Background: an optimization exercise with open tools, aiming at small area, a short achievable clock period and few clock cycles. Do not read the settings as production practice.
At most, simulation tests tie the RTL to the original design; equivalence was not proved.
No activity file was given, so power comes from the tool's default toggle rates.

==> job 4746 <==
## isotp_receive_reassembler
module isotp_receive_reassembler #(
	parameter int MAX_MESSAGE_BYTES = 64
) (
	input  logic       clk,
	input  logic       arst_n,
	input  logic       in_valid,
	output logic       in_ready,
	input  logic [1:0] op,
	input  logic [3:0] dlc,
	input  logic [7:0] byte_0,
	input  logic [7:0] byte_1,
	input  logic [7:0] byte_2,
	input  logic [7:0] byte_3,
	input  logic [7:0] byte_4,
	input  logic [7:0] byte_5,
	input  logic [7:0] byte_6,
	input  logic [7:0] byte_7,
	output logic       out_valid,
	input  logic       out_ready,
	output logic [1:0] kind,
	output logic [7:0] data_byte,
	output logic [5:0] byte_index,
	output logic [6:0] msg_length,
	output logic [2:0] error_code,
	output logic       last
);
	logic       in_ready_q;
	logic       armed_q, multi_q;
	logic [3:0] seq_q;
	logic [6:0] total_q;
	logic [5:0] rem_q;       
	logic [3:0] ck_q;        
	logic [1:0] qcnt_q;      
	logic [8:0] qe0_q, qe1_q;
	logic       ov_q;
	logic [1:0] kind_q;
	logic [7:0] data_q;
	logic [5:0] idx_q;
	logic [6:0] len_q;
	logic [2:0] code_q;
	logic       last_q;
	logic       active_q;    
	logic [5:0] r_q;         
	logic [511:0] st;        
	logic       acc, frame;
	logic [3:0] pci, nib;
	logic       sf_ok, ff_ok, cf_seq_ok, cf_len_ok, cf_last;
	logic [2:0] copy;
	logic       sf_good, ff_good, cf_good, cf_mid, cf_end, seq_err;
	logic       push, push_stream;
	logic [8:0] push_e;
	assign acc   = in_valid && in_ready_q;
	assign pci   = byte_0[7:4];
	assign nib   = byte_0[3:0];
	assign frame = acc && op == OP_FRAME && armed_q && dlc != 4'd0;
	assign sf_ok     = nib != 4'd0 && !nib[3] && (dlc[3] || nib < dlc);
	assign ff_ok     = dlc[3] && nib == 4'd0 && byte_1 >= 8'd8 && byte_1 <= 8'(MAX_MESSAGE_BYTES);
	assign cf_last   = rem_q[5:3] == 3'd0;
	assign copy      = cf_last ? rem_q[2:0] : 3'd7;
	assign cf_seq_ok = nib == seq_q;
	assign cf_len_ok = dlc[3] || copy < dlc[2:0];
  ...
make LEC_CHECK=0 CAP_MARGIN=20 CORE_MARGIN=2 CORE_UTILIZATION=40 SETUP_SLACK_MARGIN=4.3 SLEW_MARGIN=20 finish   # period 7.0 ns
run.sh (not shown) runs the stock make flow with config.mk's settings and CLKGATE_MAP_FILE= SYNTH_SCRIPT=/design/flow/synth_recipe.tcl, a recipe that flattens the netlist after the stock synthesis.
==> inputs of job 6028, as changes to job 4746 <==
==> flow/design.v (replaced) <==
package isotp_rx_pkg;
	localparam logic [1:0] OP_ARM   = 2'd0;
	localparam logic [1:0] OP_FRAME = 2'd1;
	localparam logic [1:0] OP_ABORT = 2'd2;
	localparam logic [1:0] KIND_BYTE  = 2'd0;
	localparam logic [1:0] KIND_FLOW  = 2'd1;
	localparam logic [1:0] KIND_ERROR = 2'd2;
	localparam logic [2:0] ERR_SINGLE = 3'd0;
	localparam logic [2:0] ERR_FIRST  = 3'd1;
	localparam logic [2:0] ERR_SEQ    = 3'd2;
	localparam logic [2:0] ERR_SHORT  = 3'd3;
	localparam logic [2:0] ERR_TYPE   = 3'd4;
endpackage
import isotp_rx_pkg::*;
module isotp_receive_reassembler #(
	parameter int MAX_MESSAGE_BYTES = 64
) (
	input  logic       clk,
	input  logic       arst_n,
	input  logic       in_valid,
	output logic       in_ready,
	input  logic [1:0] op,
	input  logic [3:0] dlc,
	input  logic [7:0] byte_0,
	input  logic [7:0] byte_1,
	input  logic [7:0] byte_2,
	input  logic [7:0] byte_3,
	input  logic [7:0] byte_4,
	input  logic [7:0] byte_5,
	input  logic [7:0] byte_6,
	input  logic [7:0] byte_7,
	output logic       out_valid,
	input  logic       out_ready,
	output logic [1:0] kind,
	output logic [7:0] data_byte,
	output logic [5:0] byte_index,
	output logic [6:0] msg_length,
	output logic [2:0] error_code,
	output logic       last
);
	logic       in_ready_q;
	logic       armed_q, multi_q;
	logic [3:0] seq_q;
	logic [6:0] total_q;
	logic [5:0] rem_q;       
	logic [3:0] ck_q;        
	logic [6:0] ach_q;       
	logic       v0_q, v1_q;  
	logic [8:0] qe0_q, qe1_q;
	logic       ov_q;
	logic [1:0] kind_q;
	logic [7:0] data_q;
	logic [5:0] idx_q;
	logic [6:0] len_q;
	logic [2:0] code_q;
	logic       last_q;
	logic       active_q;    
	logic [5:0] r_q;         
	logic [511:0] st;        
	logic       acc, proc, ibv_q, ok_q;
	logic [1:0] ib_op;
	logic [3:0] ib_dlc;
	logic [7:0] ib_byte_0, ib_byte_1, ib_byte_2, ib_byte_3;
	logic [7:0] ib_byte_4, ib_byte_5, ib_byte_6, ib_byte_7;
	assign acc  = in_valid && in_ready_q;
	assign proc = ibv_q && ok_q;
	always_ff @(posedge clk) begin
		if (acc) begin
			ib_op     <= op;
			ib_dlc    <= dlc;
			ib_byte_0 <= byte_0;
			ib_byte_1 <= byte_1;
			ib_byte_2 <= byte_2;
			ib_byte_3 <= byte_3;
			ib_byte_4 <= byte_4;
			ib_byte_5 <= byte_5;
			ib_byte_6 <= byte_6;
			ib_byte_7 <= byte_7;
		end
	end
	logic       frame;
	logic [3:0] pci, nib;
	logic       sf_ok, ff_ok, cf_seq_ok, cf_len_ok, cf_last;
	logic [2:0] copy;
	logic       sf_good, ff_good, cf_good, cf_mid, cf_end, seq_err;
	logic       push, push_stream;
	logic [8:0] push_e;
	assign pci   = ib_byte_0[7:4];
	assign nib   = ib_byte_0[3:0];
	assign frame = proc && ib_op == OP_FRAME && armed_q && ib_dlc != 4'd0;
	assign sf_ok     = nib != 4'd0 && !nib[3] && (ib_dlc[3] || nib < ib_dlc);
	assign ff_ok     = ib_dlc[3] && nib == 4'd0 && ib_byte_1 >= 8'd8 && ib_byte_1 <= 8'(MAX_MESSAGE_BYTES);
	assign cf_last   = rem_q[5:3] == 3'd0;
	assign copy      = cf_last ? rem_q[2:0] : 3'd7;
	assign cf_seq_ok = nib == seq_q;
	assign cf_len_ok = ib_dlc[3] || copy < ib_dlc[2:0];
	assign sf_good = frame && pci == 4'h0 && sf_ok;
	assign ff_good = frame && pci == 4'h1 && ff_ok;
	assign cf_good = frame && pci == 4'h2 && multi_q && cf_seq_ok && cf_len_ok;
	assign cf_mid  = cf_good && !cf_last;
	assign cf_end  = cf_good && cf_last;
	assign seq_err = frame && pci == 4'h2 && multi_q && !cf_seq_ok;
	assign push        = frame && !cf_mid;
	assign push_stream = sf_good || cf_end;
	always_comb begin
		push_e = {KIND_ERROR, 4'd0, ERR_TYPE};
		if (pci == 4'h0) begin
			if (sf_ok) push_e = {KIND_BYTE, 3'd0, nib};
			else       push_e = {KIND_ERROR, 4'd0, ERR_SINGLE};
		end else if (pci == 4'h1) begin
			if (!ib_dlc[3])    push_e = {KIND_ERROR, 4'd0, ERR_TYPE};
			else if (ff_ok) push_e = {KIND_FLOW, 7'd0};
			else            push_e = {KIND_ERROR, 4'd0, ERR_FIRST};
		end else if (pci == 4'h2 && multi_q) begin
			if (!cf_seq_ok)      push_e = {KIND_ERROR, 4'd0, ERR_SEQ};
			else if (!cf_len_ok) push_e = {KIND_ERROR, 4'd0, ERR_SHORT};
			else                 push_e = {KIND_BYTE, total_q};
		end
	end
	logic armed_d, multi_d;
	logic [3:0] ck_d;
	always_comb begin
		armed_d = armed_q;
		multi_d = multi_q;
		if (proc && ib_op == OP_ARM) begin
			armed_d = 1'b1;
			multi_d = 1'b0;
		end else if (proc && ib_op == OP_ABORT) begin
			armed_d = 1'b0;
			multi_d = 1'b0;
		end else if (sf_good || cf_end) begin
			armed_d = 1'b0;
			multi_d = 1'b0;
		end else if (ff_good) begin
			multi_d = 1'b1;
		end else if (seq_err) begin
			multi_d = 1'b0;
		end
	end
	assign ck_d = ff_good ? 4'd1 : cf_good ? ck_q + 4'd1 : ck_q;
	always_ff @(posedge clk or negedge arst_n) begin
		if (!arst_n) begin
			armed_q <= 1'b0;
			multi_q <= 1'b0;
		end else begin
			armed_q <= armed_d;
			multi_q <= multi_d;
		end
	end
	always_ff @(posedge clk) begin
		ck_q <= ck_d;
		if (ff_good) ach_q <= 7'd6;
		else if (cf_good) ach_q <= ach_q + 7'd7;
		if (ff_good) begin
			seq_q   <= 4'd1;
			total_q <= ib_byte_1[6:0];
			rem_q   <= ib_byte_1[5:0] - 6'd6;
		end else if (cf_good) begin
			seq_q <= seq_q + 4'd1;
			rem_q <= rem_q - 6'd7;
		end
	end
	logic       out_free, pop, load_byte, s_last;
	logic [1:0] h_kind;
	logic [6:0] h_val;
	logic [7:0] rd;
	assign out_free  = !ov_q || out_ready;
	assign h_kind    = qe0_q[8:7];
	assign h_val     = qe0_q[6:0];
	assign pop       = out_free && !active_q && v0_q;
	assign rd        = st[8*r_q +: 8];
	assign load_byte = active_q || h_kind == KIND_BYTE;
	assign s_last    = active_q ? ({1'b0, r_q} + 7'd1 == len_q) : (h_val == 7'd1);
	logic       qs, qroom_p, p0, p1, pc, pc1, ir_d;
	assign p0  = r_q >= 6'd7;
	assign p1  = r_q > 6'd12 || len_q <= 7'd6;
	assign pc  = {1'b0, r_q} > ach_q + 7'd6 || len_q <= ach_q;
	assign pc1 = {1'b0, r_q} > ach_q + 7'd13 || len_q <= ach_q + 7'd7;
	assign qs = (v0_q && qe0_q[8:7] == KIND_BYTE) || (v1_q && qe1_q[8:7] == KIND_BYTE);
	assign qroom_p = push ? (!v0_q || (!v1_q && pop)) : (!v1_q || pop);
	assign ir_d = qroom_p && (!(armed_q || (proc && ib_op == OP_ARM)) ||
	              (!qs && (!(active_q && !(out_free && s_last)) || (p0 && p1 && (!multi_q || (pc && pc1))))));
	always_ff @(posedge clk or negedge arst_n) begin
		if (!arst_n) begin
			ibv_q      <= 1'b0;
			ok_q       <= 1'b1;
			in_ready_q <= 1'b1;
		end else begin
			ibv_q      <= acc || (ibv_q && !proc);
			ok_q       <= ir_d;
			in_ready_q <= !(acc || (ibv_q && !proc)) || ir_d;
		end
	end
	assign in_ready = in_ready_q;
	logic [7:0][7:0] b;
	logic            we0;
	assign b   = {ib_byte_7, ib_byte_6, ib_byte_5, ib_byte_4, ib_byte_3, ib_byte_2, ib_byte_1, ib_byte_0};
	assign we0 = proc && armed_q &&
	             (!multi_q || (ib_op == OP_FRAME && (pci == 4'h0 ? sf_ok : pci == 4'h1 && ff_ok)));
	for (genvar i = 0; i < 6; i++) begin : g_c0
		always_ff @(posedge clk) begin
			if (we0) st[8*i +: 8] <= ib_byte_0[4] ? b[i + 2] : b[i + 1];
		end
	end
	always_ff @(posedge clk) begin
		if ((we0 && !ib_byte_0[4]) || (proc && multi_q && ck_q == 4'd1)) st[48 +: 8] <= ib_byte_0[5] ? ib_byte_1 : ib_byte_7;
	end
	for (genvar i = 7; i < MAX_MESSAGE_BYTES; i++) begin : g_cf
		always_ff @(posedge clk) begin
			if (proc && multi_q && ck_q == 4'((i + 1) / 7)) st[8*i +: 8] <= b[(i + 1) % 7 + 1];
		end
	end
	always_ff @(posedge clk or negedge arst_n) begin
		if (!arst_n) begin
			v0_q <= 1'b0;
			v1_q <= 1'b0;
		end else begin
			v0_q <= v1_q || (v0_q && !pop) || push;
			v1_q <= (v1_q && (!pop || push)) || (v0_q && !pop && push);
		end
	end
	always_ff @(posedge clk) begin
		if (pop) qe0_q <= qe1_q;
		if (push) begin
			if (!v0_q || (!v1_q && pop)) qe0_q <= push_e;
			else qe1_q <= push_e;
		end
	end
	always_ff @(posedge clk or negedge arst_n) begin
		if (!arst_n) begin
			ov_q     <= 1'b0;
			active_q <= 1'b0;
			r_q      <= 6'd0;
		end else if (out_free) begin
			ov_q <= active_q || v0_q;
			if (active_q || pop) begin
				if (load_byte && !s_last) begin
					active_q <= 1'b1;
					r_q      <= r_q + 6'd1;
				end else begin
					active_q <= 1'b0;
					r_q      <= 6'd0;
				end
			end
		end
	end
	always_ff @(posedge clk) begin
		if (out_free && (active_q || pop)) begin
			kind_q <= active_q ? KIND_BYTE : h_kind;
			data_q <= load_byte ? rd : 8'd0;
			idx_q  <= r_q;
			if (!active_q) len_q <= (h_kind == KIND_BYTE) ? h_val : 7'd0;
			code_q <= (!active_q && h_kind == KIND_ERROR) ? h_val[2:0] : 3'd0;
			last_q <= load_byte ? s_last : 1'b1;
		end
	end
	assign out_valid  = ov_q;
	assign kind       = kind_q;
	assign data_byte  = data_q;
	assign byte_index = idx_q;
	assign msg_length = len_q;
	assign error_code = code_q;
	assign last       = last_q;
endmodule
==> flow/config.mk (replaced) <==
export PLATFORM = sky130hd
export DESIGN_NAME = isotp_receive_reassembler
export DESIGN_NICKNAME = isotp_receive_reassembler
export VERILOG_FILES = /design/flow/design.v
export SDC_FILE = /design/flow/constraint.sdc
export NUM_CORES = 4
export LEC_CHECK = 0
export CAP_MARGIN = 20
export CORE_MARGIN = 2
export CORE_UTILIZATION = 60
export CTS_CLUSTER_DIAMETER = 100
export CTS_CLUSTER_SIZE = 30
export SETUP_SLACK_MARGIN = 4.4
export SLEW_MARGIN = 20
==> inputs of job 6174, as changes to job 4746 <==
--- a/flow/design.v
+++ b/flow/design.v
@@ -41,12 +41,14 @@
 	logic       in_ready_q;
 	logic       armed_q, multi_q;
 	logic [3:0] seq_q;
 	logic [6:0] total_q;
 	logic [5:0] rem_q;       
 	logic [3:0] ck_q;        
+	logic [9:1] wk_q;        
+	logic       w0_q;        
 	logic [1:0] qcnt_q;      
 	logic [8:0] qe0_q, qe1_q;
 	logic       ov_q;
 	logic [1:0] kind_q;
 	logic [7:0] data_q;
 	logic [5:0] idx_q;
@@ -145,59 +147,96 @@
 	assign h_kind    = qe0_q[8:7];
 	assign h_val     = qe0_q[6:0];
 	assign pop       = out_free && !active_q && qcnt_q != 2'd0;
 	assign rd        = st[8*r_q +: 8];
 	assign load_byte = active_q || h_kind == KIND_BYTE;
 	assign s_last    = active_q ? ({1'b0, r_q} + 7'd1 == len_q) : (h_val == 7'd1);
-	logic [6:0] a_ck;
-	logic       qs, qroom_p, p0, p1, pc, pc1, ir_d;
+	logic [6:0] a_same, a_next;
+	logic [6:0] lx;
+	logic       p_same, p_next, p_one;
+	logic       qs, qs_np, active_d, x0, room_np, room_p;
+	logic       t_none, t_arm, t_abort, t_err, t_seq, t_done, t_ff, t_mid, ir_d;
 	always_comb begin
 		case (ck_q)
-			4'd1:    a_ck = 7'd6;
-			4'd2:    a_ck = 7'd13;
-			4'd3:    a_ck = 7'd20;
-			4'd4:    a_ck = 7'd27;
-			4'd5:    a_ck = 7'd34;
-			4'd6:    a_ck = 7'd41;
-			4'd7:    a_ck = 7'd48;
-			4'd8:    a_ck = 7'd55;
-			default: a_ck = 7'd62;
+			4'd1:    a_same = 7'd6;
+			4'd2:    a_same = 7'd13;
+			4'd3:    a_same = 7'd20;
+			4'd4:    a_same = 7'd27;
+			4'd5:    a_same = 7'd34;
+			4'd6:    a_same = 7'd41;
+			4'd7:    a_same = 7'd48;
+			4'd8:    a_same = 7'd55;
+			default: a_same = 7'd62;
 		endcase
 	end
-	assign p0  = r_q >= 6'd7;
-	assign p1  = r_q > 6'd12 || len_q <= 7'd6;
-	assign pc  = {1'b0, r_q} > a_ck + 7'd6 || len_q <= a_ck;
-	assign pc1 = {1'b0, r_q} > a_ck + 7'd13 || len_q <= a_ck + 7'd7;
+	assign a_next = a_same + 7'd7;
+	assign lx     = active_q ? len_q : h_val;
+	assign p_same = {1'b0, r_q} > a_same + 7'd6 || lx <= a_same;
+	assign p_next = {1'b0, r_q} > a_next + 7'd6 || lx <= a_next;
+	assign p_one  = r_q > 6'd12 || lx <= 7'd6;
 	assign qs = (qcnt_q != 2'd0 && qe0_q[8:7] == KIND_BYTE) ||
 	            (qcnt_q == 2'd2 && qe1_q[8:7] == KIND_BYTE);
-	assign qroom_p = push ? (qcnt_q == 2'd0 || (qcnt_q == 2'd1 && pop)) : (qcnt_q != 2'd2 || pop);
-	assign ir_d = qroom_p && (!(armed_q || (acc && op == OP_ARM)) ||
-	              (!qs && (!(active_q && !(out_free && s_last)) || (p0 && p1 && (!multi_q || (pc && pc1))))));
-	always_ff @(posedge clk or negedge arst_n) begin
-		if (!arst_n) in_ready_q <= 1'b1;
-		else in_ready_q <= ir_d;
+	assign qs_np    = pop ? (qcnt_q == 2'd2 && qe1_q[8:7] == KIND_BYTE) : qs;
+	assign room_np  = qcnt_q != 2'd2 || pop;
+	assign room_p   = qcnt_q == 2'd0 || (qcnt_q == 2'd1 && pop);
+	assign active_d = !out_free ? active_q :
+	                  active_q  ? !s_last :
+	                  (pop && h_kind == KIND_BYTE && h_val != 7'd1);
+	assign x0 = !active_d || r_q >= 6'd7;
+	assign t_none  = room_np && (!armed_q || (!qs_np && x0)) &&
+	                 (!multi_q || (!qs_np && (!active_d || p_same)));
+	assign t_arm   = room_np && !qs_np && x0;
+	assign t_abort = room_np;
+	assign t_err   = room_p && (!armed_q || (!qs_np && x0)) &&
+	                 (!multi_q || (!qs_np && (!active_d || p_same)));
+	assign t_seq   = room_p && !qs_np && x0;
+	assign t_done  = room_p;
+	assign t_ff    = room_p && !qs_np && x0 && (!active_d || p_one);
+	assign t_mid   = room_np && !qs_np && x0 && (!active_d || p_next);
+	always_comb begin
+		ir_d = t_none;
+		if (acc) begin
+			if (op == OP_ARM) ir_d = t_arm;
+			else if (op == OP_ABORT) ir_d = t_abort;
+			else if (frame) begin
+				if (sf_good || cf_end) ir_d = t_done;
+				else if (ff_good) ir_d = t_ff;
+				else if (cf_mid) ir_d = t_mid;
+				else if (seq_err) ir_d = t_seq;
+				else ir_d = t_err;
+			end
+		end
+	end
+	always_ff @(posedge clk or negedge arst_n) begin
+		if (!arst_n) begin
+			in_ready_q <= 1'b1;
+			w0_q       <= 1'b0;
+			wk_q       <= '0;
+		end else begin
+			in_ready_q <= ir_d;
+			w0_q       <= ir_d && armed_d;
+			for (int k = 1; k <= 9; k++) wk_q[k] <= ir_d && multi_d && ck_d == 4'(k);
+		end
 	end
 	assign in_ready = in_ready_q;
 	logic [7:0][7:0] b;
 	logic            we0;
 	assign b   = {byte_7, byte_6, byte_5, byte_4, byte_3, byte_2, byte_1, byte_0};
-	logic rdy;
-	assign rdy = in_valid && in_ready_q;
-	assign we0 = rdy && armed_q &&
+	assign we0 = in_valid && w0_q &&
 	             (!multi_q || (op == OP_FRAME && (pci == 4'h0 ? sf_ok : pci == 4'h1 && ff_ok)));
 	for (genvar i = 0; i < 6; i++) begin : g_c0
 		always_ff @(posedge clk) begin
 			if (we0) st[8*i +: 8] <= byte_0[4] ? b[i + 2] : b[i + 1];
 		end
 	end
 	always_ff @(posedge clk) begin
-		if ((we0 && !byte_0[4]) || (rdy && multi_q && ck_q == 4'd1)) st[48 +: 8] <= byte_0[5] ? byte_1 : byte_7;
+		if ((we0 && !byte_0[4]) || (in_valid && wk_q[1])) st[48 +: 8] <= byte_0[5] ? byte_1 : byte_7;
 	end
 	for (genvar i = 7; i < MAX_MESSAGE_BYTES; i++) begin : g_cf
 		always_ff @(posedge clk) begin
-			if (rdy && multi_q && ck_q == 4'((i + 1) / 7)) st[8*i +: 8] <= b[(i + 1) % 7 + 1];
+			if (in_valid && wk_q[(i + 1) / 7]) st[8*i +: 8] <= b[(i + 1) % 7 + 1];
 		end
 	end
 	always_ff @(posedge clk or negedge arst_n) begin
 		if (!arst_n) begin
 			qcnt_q <= 2'd0;
 		end else begin
--- a/flow/config.mk
+++ b/flow/config.mk
@@ -5,8 +5,8 @@
 export SDC_FILE = /design/flow/constraint.sdc
 export NUM_CORES = 4
 export LEC_CHECK = 0
 export CAP_MARGIN = 20
 export CORE_MARGIN = 2
 export CORE_UTILIZATION = 40
-export SETUP_SLACK_MARGIN = 4.3
+export SETUP_SLACK_MARGIN = 4.4
 export SLEW_MARGIN = 20
==> run summary <==
quantity                                                                                   job 4746                  job 6028                          job 6174
Result of the run                                                                    finished clean            finished clean                    finished clean
Cells on worst reg2reg path                                                                      15                        10                                16
WL/cell                                                                                     25.6 um                   27.7 um                           26.8 um
Met3 track demand over resource in global routing                                             3.42%                     3.25%                             4.03%
Worst path slowest cell                                                      sky130_fd_sc_hd__or3_4  sky130_fd_sc_hd__dfstp_2  sky130_fd_sc_hd__clkdlybuf4s50_1
Area added between synthesis and finish                                                       23.2%                     13.4%                             27.8%
Clock buf/inv share                                                                           6.29%                     2.48%                             6.29%
Seq cells post-synth                                                                            597                       670                               607
Multi-input logic portion of the cell area                                                    25.0%                     24.6%                             25.8%
Worst-case clock skew                                                                     0.0370 ns                 0.0276 ns                         0.0292 ns
Multi-In Gates                                                                                  629                       678                               681
Fraction of power spent switching nets                                                        27.4%                     28.9%                             28.3%
Met2 Wirelength                                                                           31,200 um                 30,800 um                         34,300 um
Max incr delay on CP                                                                        0.38 ns                   0.56 ns                           0.49 ns
Final-stage net count                                                                         1,675                     1,725                             1,797
Static leakage                                                                              10.5 nW                   10.2 nW                           11.1 nW
WS Path Type                                                                              in -> reg                reg -> out                         in -> reg
Number of vias per cell                                                                        5.55                      6.36                              5.61
Share of synthesized cell area in full adder, half adder and majority cells                   2.48%                     2.09%                             2.27%
Startpoint of the lowest-slack register-to-register path                                   rem_q[3]                  ach_q[2]                         a_same[2]
Post-synth top area share                                                                     66.8%                     69.0%                             65.1%
Area of the placeable core                                                             62,700 sq um              45,300 sq um                      64,200 sq um
Startpoint type of the worst setup path                                                  input port                      flop                        input port
Testbench counts of job 6028, summed over its fixed seeds: cycles 16,083.
Testbench counts of job 6174, summed over its fixed seeds: cycles 15,949.
For job 4746, only the layout was checked, not whether the RTL still works.

==> afterwards: timing with drivers on the ports <==
Ports are ideal in the flow. The routed layouts listed here were re-timed in OpenROAD. Step 1, drivers: a clkbuf_16 drives clk and a buf_2 each remaining input, both assumed. Step 2 also shifts input and output timing later by t, the mid clock arrival at the registers, as if the neighbouring blocks saw the same clock. Three values: ideal, step 1, step 2; two values: the first two.
run	t, ns	setup WS [ns]	hold slack, ns	clock arrival spread, ns
job 4746	0.693	4.020 / 4.039 / 3.347	0.543 / 0.543 / 0.543	0.037 / 0.037
job 6028	0.651	4.334 / 4.275 / 3.823	0.527 / 0.527 / 0.527	0.030 / 0.031
job 6174	0.657	3.834 / 3.840 / 3.185	0.520 / 0.520 / 0.520	0.032 / 0.032
After both steps every run listed still meets setup and hold. For job 4746, which loses most, drivers alone change the setup slack by +0.019 ns; drivers and shift together by -0.673 ns.
